This is an optimization exercise on Yosys and OpenROAD, whose aim is small area, a short achievable clock period and few clock cycles per item, not a production implementation.
Where RTL was checked, it was by simulation tests only, not by an equivalence proof against the original.
Function not checked in run 1: the RTL went through the layout flow alone.
Power is estimated from default activity; no workload was simulated.

==> flow/design.v, too long to show whole: its modules and the start of the top module <==
// module gc_trigger_policy_unit: 1609 lines
module gc_trigger_policy_unit
#(
  parameter int TOTAL_WIDTH   = gtp_pkg::TOTAL_WIDTH_DEF,
  parameter int COUNTER_WIDTH = gtp_pkg::COUNTER_WIDTH_DEF,
  parameter int PEAK_CAP      = gtp_pkg::PEAK_CAP_DEF
) (
  input  logic                  clk,
  input  logic                  rst_n,
  input  logic                  cfg_we,
  input  logic [gtp_pkg::SPP_W-1:0]      cfg_wdata,
  input  logic                  in_valid,
  output logic                  in_ready,
  input  logic [gtp_pkg::CMD_W-1:0]      in_cmd,
  input  logic [gtp_pkg::TOTAL_IN_W-1:0] in_allocated_total,
  input  logic [gtp_pkg::SLOT_W-1:0]     in_swept_slots,
  input  logic [gtp_pkg::PAGE_W-1:0]     in_empty_pages,
  input  logic [gtp_pkg::SLOT_W-1:0]     in_final_slots,
  input  logic [gtp_pkg::OBJ_W-1:0]      in_old_objects,
  input  logic [gtp_pkg::OBJ_W-1:0]      in_old_limit,
  input  logic [gtp_pkg::OBJ_W-1:0]      in_shady_objects,
  input  logic [gtp_pkg::OBJ_W-1:0]      in_shady_limit,
  input  logic                  in_became_major,
  output logic                  out_valid,
  input  logic                  out_ready,
  output logic [gtp_pkg::ACT_W-1:0]      out_action,
  output logic                  out_enabled,
  output logic [gtp_pkg::CNT_OUT_W-1:0]  out_major_tally,
  output logic [gtp_pkg::CNT_OUT_W-1:0]  out_minor_tally,
  output logic [gtp_pkg::CNT_OUT_W-1:0]  out_sweep_tally,
  output logic [gtp_pkg::CNT_OUT_W-1:0]  out_total_count
);
  // ...
==> flow/flow/run.sh <==
#!/bin/bash
# The standard layout (the standard flow's synthesis, clock and constraints), with two
# changes to how it is built: the port buffers are the small, fast buf_1
# (every port still gets one), and timing repair aims 6.5 ns below the clock
# period instead of at it.
set -euo pipefail
bash standard.sh SETUP_SLACK_MARGIN=6.5 "BUFFER_PORTS_ARGS=-buffer_cell sky130_fd_sc_hd__buf_1" finish > standard.log 2>&1
==> flow/standard.sh <==
#!/bin/bash
# synth_recipe.tcl (not shown) runs the flow's synth.tcl, then flattens the netlist and writes it again
# the make line also repeats each setting of config.mk as NAME=value (left out here)
make -C /OpenROAD-flow-scripts/flow DESIGN_CONFIG=/design/flow/config.mk WORK_HOME=/design/flow/orfs CLKGATE_MAP_FILE= SYNTH_SCRIPT=/design/flow/synth_recipe.tcl "${@:-finish}"
==> flow/config.mk <==
export PLATFORM = sky130hd
export DESIGN_NAME = gc_trigger_policy_unit
export DESIGN_NICKNAME = gc_trigger_policy_unit
export VERILOG_FILES = /design/flow/design.v
export SDC_FILE = /design/flow/constraint.sdc
export NUM_CORES = 4
export LEC_CHECK = 0
export CAP_MARGIN = 20
export CORE_MARGIN = 2
export CORE_UTILIZATION = 60
export PLACE_DENSITY = 0.72
export SLEW_MARGIN = 20
==> flow/constraint.sdc <==
create_clock -name core_clock -period 10.0 [get_ports {clk}]
set_input_delay 2.0000 -clock core_clock [delete_from_list [all_inputs] [get_ports {clk}]]
set_output_delay 2.0000 -clock core_clock [all_outputs]
set_load 0.01 [all_outputs]
==> impl_metrics.toml, run 1 <==
[yosys]
syn-cell-area_mm2 = 0.0580
ys.flop_type = "dfxtp_1"
synth_fa_ha_area_share_pct = 29.4
synth_top_area_cell = "dfxtp_1"
synth_top_family_by_area = "adder cells"
yosys-top-cells-area = "dfxtp_1 (21%), fa_1 (20%), ha_1 (9.0%)"
synthMuxAreaShare_pct = 0.774
avgSynthCellArea_um2 = 9.37

[die]
die_w_um = 315
ios = 418

[setup_path]
start_kind = "input port"
cp_num_buf_inv = 4

[clock_tree]
numCtsBuffers = 87
clock_latency_ns = 0.68

[cells_and_area]
multi_input_area_mm2 = 0.0400
nNonClkInverters = 1035

[placement]
gp_congestion = 0.924

[power]
vdd_drop_max_mv = 0.209
leakage_nw = 30.1
powerDensity_mw_per_mm2 = 214

[status]
status = "complete, no violations"

[grt]
grt_pass1_wl_mm = 254
met2_usage_pct = 53.4

[timing]
slew_headroom_pct = 13.1

[run]
maxCapViolations = 0
==> run 2: changes to the inputs <==
--- a/flow/design.v
+++ b/flow/design.v
@@ -55,17 +55,17 @@
   input  logic                  out_ready,
   output logic [gtp_pkg::ACT_W-1:0]      out_action,
   output logic                  out_enabled,
   output logic [gtp_pkg::CNT_OUT_W-1:0]  out_major_tally,
   output logic [gtp_pkg::CNT_OUT_W-1:0]  out_minor_tally,
   output logic [gtp_pkg::CNT_OUT_W-1:0]  out_sweep_tally,
   output logic [gtp_pkg::CNT_OUT_W-1:0]  out_total_count
 );
-  localparam int QD = 5;      
+  localparam int QD = 7;      
   logic       in_ready_r;
   logic [2:0] cnt_r;           
   logic       acc, load, pop;
   logic       out_valid_r;
   logic       q_ne;
   assign acc  = in_valid & in_ready_r;
   assign load = out_ready | ~out_valid_r;    
   assign pop  = load & q_ne;
@@ -84,33 +84,41 @@
   logic        rst_q;           
   logic        i_v;
   logic [2:0]  i_cmd;
   logic [47:0] i_total;
   logic [31:0] i_swept, i_fin;
   logic [19:0] i_pages;
   logic [31:0] i_oobj, i_olim, i_sobj, i_slim;
   logic        i_became;
-  always_ff @(posedge clk) rst_q <= ~rst_n;
-  assign i_v      = acc & rst_n;
-  assign i_cmd    = in_cmd;
-  assign i_total  = in_allocated_total;
-  assign i_swept  = in_swept_slots;
-  assign i_fin    = in_final_slots;
-  assign i_pages  = in_empty_pages;
-  assign i_oobj   = in_old_objects;
-  assign i_olim   = in_old_limit;
-  assign i_sobj   = in_shady_objects;
-  assign i_slim   = in_shady_limit;
-  assign i_became = in_became_major;
+  logic        w1_we, w2_we;
+  logic [15:0] w1_wd, w2_wd;
+  always_ff @(posedge clk) begin
+    rst_q    <= ~rst_n;
+    i_v      <= rst_n & acc;
+    i_cmd    <= in_cmd;
+    i_total  <= in_allocated_total;
+    i_swept  <= in_swept_slots;
+    i_fin    <= in_final_slots;
+    i_pages  <= in_empty_pages;
+    i_oobj   <= in_old_objects;
+    i_olim   <= in_old_limit;
+    i_sobj   <= in_shady_objects;
+    i_slim   <= in_shady_limit;
+    i_became <= in_became_major;
+    w1_we    <= cfg_we & rst_n;
+    w1_wd    <= cfg_wdata;
+    w2_we    <= w1_we;
+    w2_wd    <= w1_wd;
+  end
   logic [7:0]  a_bo, a_bt, a_bn;
   logic        a_b8;
   logic [7:0]  w_bo, w_bt, w_bn;
   logic [17:0] w_y;
-  assign w_y = {1'b0, cfg_wdata, 1'b0};   
+  assign w_y = {1'b0, w2_wd, 1'b0};      
   always_comb begin
     for (int k = 0; k < 8; k++) begin
       w_bn[k] = w_y[2*k+2] & ~(w_y[2*k+1] & w_y[2*k]);
       w_bo[k] = w_y[2*k+1] ^ w_y[2*k];
       w_bt[k] = (w_y[2*k+2] & ~w_y[2*k+1] & ~w_y[2*k]) | (~w_y[2*k+2] & w_y[2*k+1] & w_y[2*k]);
     end
   end
   localparam logic [24:0] BOOTH_RST = 25'h00a1e00;
@@ -119,24 +127,24 @@
   logic a_s, a_m, a_w, a_r, a_o, a_c;
   assign a_s = i_v & (i_cmd == gtp_pkg::CMD_GC_START);
   assign a_m = i_v & (i_cmd == gtp_pkg::CMD_MARK_END);
   assign a_w = i_v & (i_cmd == gtp_pkg::CMD_SWEEP_END);
   assign a_r = i_v & (i_cmd == gtp_pkg::CMD_RUN);
   assign a_o = i_v & (i_cmd == gtp_pkg::CMD_MINOR_OUT);
   assign a_c = i_v & (i_cmd == gtp_pkg::CMD_CLEAR);
   always_ff @(posedge clk) begin
-    if (!rst_n) begin
+    if (rst_q) begin
       {a_b8, a_bn, a_bt, a_bo} <= BOOTH_RST;
       armed_r   <= 1'b0;
       pending_r <= 1'b0;
       prev_r    <= '0;
       start_r   <= '0;
     end else begin
-      if (cfg_we) {a_b8, a_bn, a_bt, a_bo} <= {cfg_wdata[15], w_bn, w_bt, w_bo};
+      if (w2_we) {a_b8, a_bn, a_bt, a_bo} <= {w2_wd[15], w_bn, w_bt, w_bo};
       if (a_r) armed_r <= 1'b1;
       if (armed_r && a_m) pending_r <= 1'b1;
       if (armed_r && a_w) pending_r <= 1'b0;
       if (armed_r && a_s) start_r <= i_total;
       if (a_r) prev_r <= i_total;
     end
   end
   logic [47:0] a_d;
@@ -1555,80 +1563,78 @@
     d_became <= c_became;
     d_le     <= (c_gap <= mean_r);
     d_mmgp   <= c_mmgp;
   end
   logic d_mm, d_major, d_minor;
   assign d_mm = d_mmgp[14] ^ (d_mmgp[13] | d_mmgp[12] & (d_mmgp[11] | d_mmgp[10] & (d_mmgp[9] | d_mmgp[8] & (d_mmgp[7] | d_mmgp[6] & (d_mmgp[5] | d_mmgp[4] & (d_mmgp[3] | d_mmgp[2] & (d_mmgp[1])))))));
   assign d_major = d_full & (d_ge | (d_uz & d_mm));
   assign d_minor = d_ge | d_le;
-  logic [1:0] d_act;
-  logic       d_imaj, d_imin, d_iswp;
+  localparam logic [2:0] RC_NONE  = 3'd0;    
+  localparam logic [2:0] RC_SWEEP = 3'd1;    
+  localparam logic [2:0] RC_MAJOR = 3'd2;    
+  localparam logic [2:0] RC_MINOR = 3'd3;    
+  localparam logic [2:0] RC_OMAJ  = 3'd4;    
+  localparam logic [2:0] RC_OMIN  = 3'd5;    
+  localparam logic [2:0] RC_CLEAR = 3'd6;    
+  logic [2:0] d_code;
   always_comb begin
-    d_act  = gtp_pkg::ACT_NONE;
-    d_imaj = 1'b0;
-    d_imin = 1'b0;
-    d_iswp = 1'b0;
+    d_code = RC_NONE;
     if (d_r) begin
-      if (d_pend) begin
-        d_act  = gtp_pkg::ACT_SWEEP;
-        d_iswp = 1'b1;
-      end else if (d_lnz) begin
-        if (d_major) begin
-          d_act  = gtp_pkg::ACT_MAJOR;
-          d_imaj = 1'b1;
-        end else if (d_minor) begin
-          d_act = gtp_pkg::ACT_MINOR;
-        end
+      if (d_pend) d_code = RC_SWEEP;
+      else if (d_lnz) begin
+        if (d_major) d_code = RC_MAJOR;
+        else if (d_minor) d_code = RC_MINOR;
       end
     end else if (d_o) begin
-      d_imaj = d_became;
-      d_imin = ~d_became;
+      d_code = d_became ? RC_OMAJ : RC_OMIN;
+    end else if (d_c) begin
+      d_code = RC_CLEAR;
     end
   end
-  logic [6:0] q_mem [QD];
+  logic [3:0] q_mem [QD];
   logic [2:0] q_wp, q_rp, q_n;
-  logic [6:0] q_head;
+  logic [3:0] q_head;
   assign q_ne   = (q_n != 3'd0);
   assign q_head = q_mem[q_rp];
   always_ff @(posedge clk) begin
-    if (d_v) q_mem[q_wp] <= {d_act, d_en, d_imaj, d_imin, d_iswp, d_c};
+    if (d_v) q_mem[q_wp] <= {d_en, d_code};
   end
   always_ff @(posedge clk) begin
     if (!rst_n) begin
       q_wp <= 3'd0;
       q_rp <= 3'd0;
       q_n  <= 3'd0;
     end else begin
       if (d_v) q_wp <= (q_wp == 3'(QD - 1)) ? 3'd0 : q_wp + 3'd1;
       if (pop) q_rp <= (q_rp == 3'(QD - 1)) ? 3'd0 : q_rp + 3'd1;
       q_n <= q_n + {2'b00, d_v} - {2'b00, pop};
     end
   end
   logic [31:0] major_r, minor_r, sweep_r, total_r;
   logic [1:0]  act_r;
   logic        en_r, zero_r;
   logic        h_maj, h_min, h_swp, h_clr, h_zero;
-  assign h_maj  = q_ne & q_head[3];
-  assign h_min  = q_ne & q_head[2];
-  assign h_swp  = q_ne & q_head[1];
-  assign h_clr  = q_ne & q_head[0];
+  assign h_maj  = q_ne & ((q_head[2:0] == RC_MAJOR) | (q_head[2:0] == RC_OMAJ));
+  assign h_min  = q_ne & (q_head[2:0] == RC_OMIN);
+  assign h_swp  = q_ne & (q_head[2:0] == RC_SWEEP);
+  assign h_clr  = q_ne & (q_head[2:0] == RC_CLEAR);
   assign h_zero = zero_r | h_clr;
   always_ff @(posedge clk) begin
     if (!rst_n) out_valid_r <= 1'b0;
     else if (load) out_valid_r <= q_ne;
   end
   always_ff @(posedge clk) begin
     if (rst_q) zero_r <= 1'b1;
     else if (pop) zero_r <= 1'b0;
   end
   always_ff @(posedge clk) begin
     if (load) begin
-      act_r   <= q_head[6:5];
-      en_r    <= q_head[4];
+      act_r   <= q_head[2] ? gtp_pkg::ACT_NONE : q_head[1:0];
+      en_r    <= q_head[3];
       major_r <= (h_zero ? 32'd0 : major_r) + {31'd0, h_maj};
       minor_r <= (h_zero ? 32'd0 : minor_r) + {31'd0, h_min};
       sweep_r <= (h_zero ? 32'd0 : sweep_r) + {31'd0, h_swp};
       total_r <= (h_zero ? 32'd0 : total_r) + {31'd0, h_maj | h_min | h_swp};
     end
   end
   assign out_valid       = out_valid_r;
   assign out_action      = act_r;
==> flow/flow/run.sh (replaced) <==
#!/bin/bash
# The standard layout (the standard flow's synthesis, clock and constraints), with two
# changes to how it is built: the port buffers are the small, fast buf_1
# (every port still gets one), and timing repair aims 6.25 ns below the clock
# period instead of at it.
set -euo pipefail
bash standard.sh SETUP_SLACK_MARGIN=6.25 "BUFFER_PORTS_ARGS=-buffer_cell sky130_fd_sc_hd__buf_1" finish > standard.log 2>&1
==> flow/config.mk (replaced) <==
export PLATFORM = sky130hd
export DESIGN_NAME = gc_trigger_policy_unit
export DESIGN_NICKNAME = gc_trigger_policy_unit
export VERILOG_FILES = /design/flow/design.v
export SDC_FILE = /design/flow/constraint.sdc
export NUM_CORES = 4
export LEC_CHECK = 0
export CAP_MARGIN = 20
export CORE_MARGIN = 2
export CORE_UTILIZATION = 40
export CTS_BUF_LIST = sky130_fd_sc_hd__clkbuf_8
export CTS_CLUSTER_DIAMETER = 50
export CTS_CLUSTER_SIZE = 16
export SLEW_MARGIN = 20
==> run 2 against run 1 <==
Net effect: combinational power down about 20%; critical path type is now flip-flop to flip-flop; sequential power up 32%; sequential share of layout area up 7.9 points; critical path depth down 1; setup slack better by 0.63 ns; non-clock buffer count down 209; still clean on timing, DRC and antenna.
==> impl_metrics.toml, run 2 <==
[status]
status = "complete, no violations"

[cells_and_area]
num-nets-final = 8188
num-fill-cells = 15400
utilization_pct = 44.6
seq_area_mm2 = 0.0229
drive_above_1_share_pct = 6.76
syn2layout_area_growth_pct = 11.1
layout_commonest_cell = "inv_1"
multi_input_area_mm2 = 0.0370
mostFrequentLayoutCells = "inv_1 (1038), dfxtp_1 (850), fa_1 (580), nand2_1 (452), nor2_1 (423)"

[yosys]
synthMostInstantiatedCell = "inv_1"
avgSynthCellArea_um2 = 9.79
yosysSeqAreaShare_pct = 35.5
syn_inst = 6559
synth_edf_count = 159
async_reset_ff_share_pct = 0
synth.top_cell.area_share_pct = 28.1
synth_fp_nets = 7841
ys_types = 99
ys.warnings.count = 1
yosys_register_bits = 1061
ys.flop_type = "dfxtp_1"
synth_top_area_cell = "dfxtp_1"
yosys-top-cells-area = "dfxtp_1 (28%), fa_1 (18%), ha_1 (8.1%)"
syn-cell-area_mm2 = 0.0642
synth_common_cells = "inv_1 (1032), dfxtp_1 (902), fa_1 (583), nand2_1 (454), nor2_1 (428)"

[grt]
grt_use_total_pct = 20.3
antenna_found_initial = 9
grt_max_degree = 89
grt_pass1_vias = 46900
grt_pass1_wl_mm = 262
grt-ovfl-total = 0

[die]
die-height_um = 405
dieArea_mm2 = 0.164
coreArea_mm2 = 0.160
die_w_um = 405
fp-row-count = 147
ios = 418
start_util_pct = 40.1

[routing]
vias = 46300
drcViolationCount = 0
first_pass_iters = 6
postRouteAntennaNets = 0
wire_per_inst_um = 18.3
postRouteWirelength_mm = 166
via_per_inst = 5.08
drtIter0Drc = 3349

[timing]
fmax_mhz = 275
slew_headroom_pct = 24.5
min_period_ns = 3.64
clock_skew_ns = 0.0804
setup_tns_ns = 0
rsz0062_at_grt = "yes"
finalSetupViolCount = 0
report.final.slew_viol_count = 0
finalHoldViolations = 0
fin_crit_sh_pct = 36.4
worst_pin_slew_ns = 1.12

[power]
leakage_nw = 30.4
vdd_drop_max_mv = 0.145
powerDensity_mw_per_mm2 = 210

[setup_path]
cp_max_fo = 17
worstSetupEndpointType = "flip-flop"
start_kind = "flip-flop"
critPathArrivalTime_ns = 4.49
cp_cell_sequence = "a22oi_1, xor2_1, fa_1, inv_1, fa_1, inv_1, fa_1, inv_1, fa_1"
cp_top_family = "adder cells"
worst_path_max_delay_cell = "dfxtp_1"
cp_num_buf_inv = 3
max_stage_delay_ns = 0.95
path_class = "flip-flop to flip-flop"
crit_required_ns = 10.85
path_common_cell = "fa_1"

[clock_tree]
clkSinkCount = 1061
ctsLongestPathBuffers = 3
holdBufCountCts = 0
clkTransAtPathRegs_ns = 0.09
clock_latency_ns = 0.92
cts_tree = "yes"
numCtsBuffers = 134
clockRootBuffer = "clkbuf_8"
h-tree-depth = 4

[placement]
dp_hpwl_mm = 130
port_buffers = 417
gp_congestion = 0.937

[worst_hold_path]
hp-class = "flip-flop to flip-flop"

[run]
maxCapViolations = 0
==> run 2: changes by cell type in the layout (fill, tap and decap cells not counted), moves of 91 or more <==
cell,delta
dfxtp_1,+298
buf_4,-147
buf_1,+134
inv_1,+134
clkbuf_8,+133
inv_2,-117
fa_1,+101
fa_2,-101
a22oi_2,-100
a22oi_1,+93
clkbuf_16,-91
nor2_1,+91
==> run 2: path summary, 6_finish.rpt <==
kind,from,end,slack (ns),depth (start not counted)
max,i_pages[12]$_DFF_P_,b_row1[24]$_DFF_P_,6.36,9
min reg2reg,b_en$_DFF_P_,c_en$_DFF_P_,0.32,0
min,b_en$_DFF_P_,c_en$_DFF_P_,0.32,0
max reg2reg,i_pages[12]$_DFF_P_,b_row1[24]$_DFF_P_,6.36,9
==> run 2: where the power goes <==
group          internal [mW]  leakage [nW]  switching, mW  total [mW]
logic                   2.46          19.6           3.41        5.87
registers               4.99          9.26          0.569        5.56
clock network           1.62          1.54           1.92        3.54
total                   9.06          30.4           5.90        15.0
==> run 2: through the flow <==
step / worst slack [ns] / cells / area, um2 / hold WS (ns) / power [mW]
floorplan: 5.54 / 6559 / 64300 / 0.310 / 9.80
global placement: 5.53 / 8834 / 67700 / 0.312 / 11.3
detailed placement: 5.47 / 8835 / 67800 / 0.312 / 11.4
CTS: 6.23 / 9084 / 71000 / 0.317 / 15.1
global route: 6.22 / 9103 / 71400 / 0.314 / 16.2
finish: 6.36 / 9108 / 71400 / 0.319 / 15.0
==> run 2: area by class of cell <==
class / instances / area share (%)
inverter: 1036 / 5.45
clock inverter: 99 / 1.49
timing repair buffer: 465 / 2.70
multi-input combinational: 4208 / 51.8
antenna: 10 / 0.0350
tap: 2086 / 3.66
clock buffer: 143 / 2.76
sequential: 1061 / 32.1
==> run 2: logic make-up after synthesis <==
group | Yosys count | synth area share [%]
AO/OA/AOI/OAI | 1251 | 13.0
XOR/XNOR | 472 | 6.43
adder cells (fa/ha/maj) | 1010 | 26.4
buffers and inverters | 1291 | 7.59
flip-flops | 1061 | 35.5
multiplexers | 37 | 0.668
AND/OR/NAND/NOR | 1437 | 10.3
==> run 2: worst register-to-register path, cell delays in order (launching register included) <==
cell and delay (ns):
dfxtp_1 0.95, a22oi_1 0.24, xor2_1 0.20, fa_1 0.52, inv_1 0.05, fa_1 0.51, inv_1 0.06, fa_1 0.50
inv_1 0.06, fa_1 0.52
==> run 2: metal layers <==
metal / share of wire [%] / up-vias / GRT usage [%]
li1: - / 22400 / -
met1: 44 / 22200 / 26.6
met5: 0 / - / 0
met2: 46 / 1354 / 33.2
met4: 3.5 / 0 / 7.76
met3: 6.1 / 294 / 3.73
==> run 2: what timing repair did <==
item / 4_1_cts / 5_1_grt
gates cloned: 1 / 0
resized for setup: 38 / 92
setup buffers: 6 / 14
pin swaps: 5 / 20
endpoints found under the setup margin: 127 / 103
Testbench counts of run 2, summed over its fixed seeds: cycles 9,648, items 9,600.
==> run 3: changes to the inputs <==
--- a/flow/config.mk
+++ b/flow/config.mk
@@ -10,5 +10,5 @@
 export CORE_UTILIZATION = 40
-export CTS_BUF_LIST = sky130_fd_sc_hd__clkbuf_8
-export CTS_CLUSTER_DIAMETER = 50
-export CTS_CLUSTER_SIZE = 16
+export CTS_BUF_LIST = sky130_fd_sc_hd__clkbuf_16
+export CTS_CLUSTER_DIAMETER = 80
+export CTS_CLUSTER_SIZE = 30
 export SLEW_MARGIN = 20
==> run 3 against run 2 <==
Net effect: still clean; total power decreased by 0.48%; area after synthesis unchanged; sequential share of layout area increased by 0.089 points; clock power decreased by 2%; via count decreased by 0.47%; clock skew decreased by 0.026 ns; clock-buffer cell count decreased by 67; register-to-register slack about the same; die area unchanged.
==> impl_metrics.toml, run 3 <==
[routing]
wire_per_inst_um = 18.4
via_per_inst = 5.12
first_pass_iters = 8
vias = 46100
drtIter0Drc = 3268
drcViolationCount = 0
postRouteAntennaNets = 0
postRouteWirelength_mm = 166

[die]
start_util_pct = 40.1
dieArea_mm2 = 0.164
die-height_um = 405
die_w_um = 405
fp-row-count = 147
coreArea_mm2 = 0.160
ios = 418

[worst_hold_path]
hp-class = "flip-flop to flip-flop"
min_to = "c_en$_DFF_P_"
hp-start = "b_en$_DFF_P_"
hold_depth = 0

[yosys]
synth_common_cells = "inv_1 (1032), dfxtp_1 (902), fa_1 (583), nand2_1 (454), nor2_1 (428)"
ys.warnings.count = 1
synth.top_cell.area_share_pct = 28.1
ys.flop_type = "dfxtp_1"
synth_fp_nets = 7841
synthMostInstantiatedCell = "inv_1"
yosys_register_bits = 1061
avgSynthCellArea_um2 = 9.79
syn_inst = 6559
ys_types = 99
async_reset_ff_share_pct = 0
yosys-top-cells-area = "dfxtp_1 (28%), fa_1 (18%), ha_1 (8.1%)"
synth_edf_count = 159
yosysSeqAreaShare_pct = 35.5
syn-cell-area_mm2 = 0.0642
synth_top_area_cell = "dfxtp_1"

[setup_path]
rr_worst_depth = 8
timing.rr.start = "i_pages[7]$_DFF_P_"
worstSetupEndpointType = "flip-flop"
critical_path.startpoint = "i_pages[7]$_DFF_P_"
reg2reg_slack_ns = 6.36
crit_required_ns = 10.60
path_class = "flip-flop to flip-flop"
start_kind = "flip-flop"
cp_max_fo = 17
r2r-end = "b_row1[19]$_DFF_P_"
critPathArrivalTime_ns = 4.24

[power]
powerDensity_mw_per_mm2 = 209
power_mw = 14.9
vdd_drop_max_mv = 0.169
leakage_nw = 30.2

[clock_tree]
clockRootBuffer = "clkbuf_16"
ctsLongestPathBuffers = 3
holdBufCountCts = 0
clkTransAtPathRegs_ns = 0.10
clock_latency_ns = 0.74
h-tree-depth = 3
numCtsBuffers = 74
clkSinkCount = 1061
cts_tree = "yes"

[timing]
slew_headroom_pct = 18.8
finalSetupViolCount = 0
min_period_ns = 3.64
clock_skew_ns = 0.0541
rsz0062_at_grt = "yes"
fin_crit_sh_pct = 36.4
finalHoldViolations = 0
report.final.slew_viol_count = 0
setup_tns_ns = 0
fmax_mhz = 274
worst_pin_slew_ns = 1.21

[cells_and_area]
syn2layout_area_growth_pct = 10.9
instances_no_fill = 9003
stdcell_area_mm2 = 0.0712
multi_input_area_mm2 = 0.0371
drive_above_1_share_pct = 5.64
utilization_pct = 44.5
seq_area_mm2 = 0.0229
num-fill-cells = 15400
layout_commonest_cell = "inv_1"
num-nets-final = 8132
mostFrequentLayoutCells = "inv_1 (1030), dfxtp_1 (841), fa_1 (580), nand2_1 (452), nor2_1 (423)"

[status]
status = "complete, no violations"

[grt]
antenna_found_initial = 8
grt-ovfl-total = 0
grt_pass1_wl_mm = 261
grt_max_degree = 89
grt_use_total_pct = 20.2
grt_pass1_vias = 46500

[run]
maxCapViolations = 0

[placement]
gp_congestion = 0.937
place_inst = 8835
dp_hpwl_mm = 130
placedInstanceArea_mm2 = 0.0678
port_buffers = 417
## run 3: cell counts after synthesis
No cell type changed its count.
## run 3: cells by family (layout without fill, tap and decap cells)
group | Yosys count | count (layout) | share of synthesized area (%)
simple gates | 1437 | 1438 | 10.3
buf+inv | 1291 | 1641 | 7.59
compound gates | 1251 | 1252 | 13.0
flops | 1061 | 1061 | 35.5
fa+ha+maj | 1010 | 1010 | 26.4
xor+xnor | 472 | 472 | 6.43
mux | 37 | 37 | 0.668
other cells | 0 | 6 | 0
## run 3: final cells by class
class,instances,share of cell area (%)
inverters,1036,5.47
diodes,6,0.0211
flip-flops and latches,1061,32.2
clock inverters,61,1.23
clock buffers,76,2.67
repair buffers,468,2.73
well taps,2086,3.66
multi-input cells,4209,52.0
## run 3: per-layer routing
layer / vias up / routed length (um) / track usage, %
met1: 22200 / 73500 / 26.6
met5: - / 0 / 0
met4: 0 / 6200 / 7.04
met2: 1382 / 76600 / 33.4
li1: 22200 / - / -
met3: 282 / 9750 / 3.37
## run 3: worst max-delay path, cell delays in order (launching register included)
cell,delay (ns)
dfxtp_1,0.97
a22oi_1,0.23
xnor2_1,0.21
fa_1,0.55
inv_1,0.05
fa_1,0.49
inv_1,0.06
fa_1,0.48
fa_1,0.48
## run 3: report_power, final
group	internal (mW)	total (mW)	switching (mW)
clock network	1.60	3.46	1.86
logic	2.46	5.87	3.42
registers	4.99	5.56	0.569
total	9.05	14.9	5.85
## run 3: how the worst max path moves through the flow
| stage | end | slack (ns) | cells after the start |
|---|---|---|---|
| after global placement | major_r[30]$_DFFE_PN_ | 5.53 | 17 |
| after global routing | mean_r[23]$_SDFFE_PP0P_ | 6.14 | 13 |
| after CTS | mean_r[35]$_SDFFE_PP0P_ | 6.25 | 13 |
| final | b_row1[19]$_DFF_P_ | 6.36 | 8 |
| after floorplan | cnt_r[2]$_SDFF_PN0_ | 5.54 | 10 |
| after detailed placement | major_r[28]$_DFFE_PN_ | 5.47 | 17 |
## run 3: repair_timing
| action | in CTS | in global routing |
|---|---|---|
| endpoints found under the setup margin | 124 | 93 |
| setup buffers | 6 | 17 |
| pin swaps | 5 | 23 |
| cloned | 1 | 1 |
| resized for setup | 39 | 105 |
## run 3: stage by stage
step                worst slack [ns]  hold slack (ns)
finish                          6.36            0.296
global route                    6.14            0.288
CTS                             6.25            0.291
detailed placement              5.47            0.312
global placement                5.53            0.312
floorplan                       5.54            0.310
==> run 4: changes to the inputs <==
==> flow/flow/run.sh (replaced) <==
#!/bin/bash
# The standard layout (the standard flow's synthesis, clock and constraints), with two
# changes to how it is built: the port buffers are the small, fast buf_1
# (every port still gets one), and timing repair aims 6.75 ns below the clock
# period instead of at it.
set -euo pipefail
bash standard.sh SETUP_SLACK_MARGIN=6.75 "BUFFER_PORTS_ARGS=-buffer_cell sky130_fd_sc_hd__buf_1" finish > standard.log 2>&1
==> run 4 against run 3 <==
Net effect: still clean; synthesized cell count is the same; sequential share of layout area shrank 1.8 points; final cell count up 3.5%; area after synthesis stayed put; setup slack improved by 0.21 ns; via count grew 3.0%; sequential power shrank 2%; die area unchanged; sequential cell count did not move; critical endpoint is now mean_r[43]$_SDFFE_PP0P_.
==> impl_metrics.toml, run 4 <==
[setup_path]
path_class = "flip-flop to flip-flop"
max_stage_delay_ns = 0.53
critPathArrivalTime_ns = 4.09
worst_path_max_delay_cell = "fa_1"
crit_required_ns = 10.66
cp_max_fo = 4
cp_cell_sequence = "fa_1, ha_4, nand4_1, a211oi_2, o2111ai_2, a2111oi_4, buf_6, o21ai_4, a311oi_4, nor2_1, xor2_1, a211oi_1"
start_kind = "flip-flop"
worstSetupEndpointType = "flip-flop"

[die]
coreArea_mm2 = 0.160
die-height_um = 405
ios = 418
fp-row-count = 147
start_util_pct = 40.1
dieArea_mm2 = 0.164
die_w_um = 405

[power]
power_mw = 16.4
vdd_drop_max_mv = 0.228
leakage_nw = 32.8
powerDensity_mw_per_mm2 = 215

[cells_and_area]
mostFrequentLayoutCells = "inv_1 (1027), dfxtp_1 (765), fa_1 (570), nand2_1 (439), nor2_1 (412)"
instances_no_fill = 9317
syn2layout_area_growth_pct = 18.5
layout_commonest_cell = "inv_1"
num-fill-cells = 14900
drive_above_1_share_pct = 15.0
num-nets-final = 8440
multi_input_area_mm2 = 0.0385
seq_area_mm2 = 0.0231

[timing]
min_period_ns = 3.43
report.final.slew_viol_count = 0
finalSetupViolCount = 0
fin_crit_sh_pct = 34.3
fmax_mhz = 291
rsz0062_at_grt = "yes"
worst_pin_slew_ns = 1.04
setup_tns_ns = 0
slew_headroom_pct = 29.8
clock_skew_ns = 0.0404
finalHoldViolations = 0

[clock_tree]
clkSinkCount = 1061
cts_tree = "yes"
clockRootBuffer = "clkbuf_16"
numCtsBuffers = 85
h-tree-depth = 3
ctsLongestPathBuffers = 3
clkTransAtPathRegs_ns = 0.10
clock_latency_ns = 0.75

[yosys]
ys.flop_type = "dfxtp_1"
synth_common_cells = "inv_1 (1032), dfxtp_1 (902), fa_1 (583), nand2_1 (454), nor2_1 (428)"
syn_inst = 6559
yosysSeqAreaShare_pct = 35.5
synth_fp_nets = 7841
async_reset_ff_share_pct = 0
syn-cell-area_mm2 = 0.0642
avgSynthCellArea_um2 = 9.79
synthMostInstantiatedCell = "inv_1"
yosys_register_bits = 1061
yosys-top-cells-area = "dfxtp_1 (28%), fa_1 (18%), ha_1 (8.1%)"
ys.warnings.count = 1
ys_types = 99
synth.top_cell.area_share_pct = 28.1
synth_edf_count = 159
synth_top_area_cell = "dfxtp_1"

[routing]
via_per_inst = 5.09
drcViolationCount = 0
postRouteWirelength_mm = 175
drtIter0Drc = 3224
wire_per_inst_um = 18.8
first_pass_iters = 5
postRouteAntennaNets = 0
vias = 47400

[status]
status = "complete, no violations"

[grt]
grt_pass1_wl_mm = 269
grt-ovfl-total = 0
grt_use_total_pct = 20.8
grt_max_degree = 89
grt_pass1_vias = 47600
antenna_found_initial = 8

[placement]
port_buffers = 417
place_inst = 8832
dp_hpwl_mm = 131
gp_congestion = 0.907

[run]
maxCapViolations = 0

[worst_hold_path]
hp-class = "flip-flop to flip-flop"
[run 4: worst paths after layout]
check,from,to,slack (ns),cells after the start
max reg2reg,b_d[4]$_DFF_P_,mean_r[43]$_SDFFE_PP0P_,6.57,12
min,c_ge$_DFF_P_,d_ge$_DFF_P_,0.31,0
min reg2reg,c_ge$_DFF_P_,d_ge$_DFF_P_,0.31,0
max,b_d[4]$_DFF_P_,mean_r[43]$_SDFFE_PP0P_,6.57,12
[run 4: cell type report]
type                            instances  area share [%]
Clock inverter                         70            1.28
Sequential cell                      1061            30.4
Tap cell                             2086            3.43
Inverter                             1036            5.13
Antenna cell                            5          0.0164
Multi-Input combinational cell       4212            50.6
Clock buffer                           85            2.79
Timing Repair Buffer                  762            6.34
[run 4: metal layers]
layer  up-vias  global-route usage (%)  part of all wire, %
li1      22900                       -                    -
met1     22900                    27.2                   43
met2      1306                    35.0                   47
met3       299                    3.62                  5.9
met4         6                    6.68                  3.8
met5         -                       0                0.023
[run 4: power breakdown]
part	internal (mW)	leakage [nW]	total (mW)	switching, mW
clock	1.76	1.51	3.75	1.99
combinational	3.21	22.0	7.17	3.96
sequential	4.98	9.28	5.45	0.467
[run 4: critical path: cells and delay by family (launching register included)]
kind                     cells  cell delay [ns]
AO/OA/AOI/OAI                6             1.57
XOR/XNOR                     1             0.15
adder cells (fa/ha/maj)      2             0.85
buffers and inverters        1             0.18
flip-flops                   1             0.36
AND/OR/NAND/NOR              2             0.26
[run 4: per-stage QoR]
stage / util, % / setup WS [ns] / cell area (um2) / hold slack (ns)
5_1_grt: 47.6 / 6.50 / 76100 / 0.316
2_1_floorplan: - / 5.54 / 64700 / 0.310
4_1_cts: 46.2 / 6.56 / 73900 / 0.309
6_report: 47.6 / 6.57 / 76100 / 0.306
3_5_place_dp: 42.5 / 5.68 / 68000 / 0.312
3_3_place_gp: 42.5 / 5.76 / 68000 / 0.311
[run 4: logic make-up after synthesis]
group	Yosys count	synth area share, %
mux	37	0.668
flops	1061	35.5
simple gates	1437	10.3
xor+xnor	472	6.43
compound gates	1251	13.0
fa+ha+maj	1010	26.4
buf+inv	1291	7.59
[run 4: timing repair]
item | in CTS | in global routing
hold buffers | 0 | 0
setup endpoints to repair | 373 | 293
setup buffers | 198 | 120
resized for setup | 365 | 368
cloned | 4 | 2
pin swaps | 99 | 166

-- afterwards: timing with drivers on the ports --
Ports are ideal in the flow. The routed layouts listed here were re-timed in OpenROAD. Step 1, drivers: a clkbuf_16 drives clk and a buf_2 each remaining input, both assumed. Step 2, shift: input delay + t, output delay - t, t = (earliest + latest rising clock arrival at the registers) / 2. This alone moves slack from input paths to output paths. Three values: ideal, step 1, step 2; two values: the first two.
run | shift t [ns] | setup slack, ns | latest minus earliest clock arrival (ns)
run 1 | 0.742 | 5.725 / 5.749 / 5.007 | 0.043 / 0.043
run 2 | 0.962 | 6.357 / 6.281 / 5.812 | 0.080 / 0.081
run 3 | 0.782 | 6.357 / 6.357 / 5.811 | 0.055 / 0.055
run 4 | 0.801 | 6.568 / 6.544 / 6.158 | 0.053 / 0.053
After both steps every run listed still meets setup and hold. For run 1, which loses most, drivers alone change the setup slack by +0.024 ns; drivers and shift together by -0.718 ns.
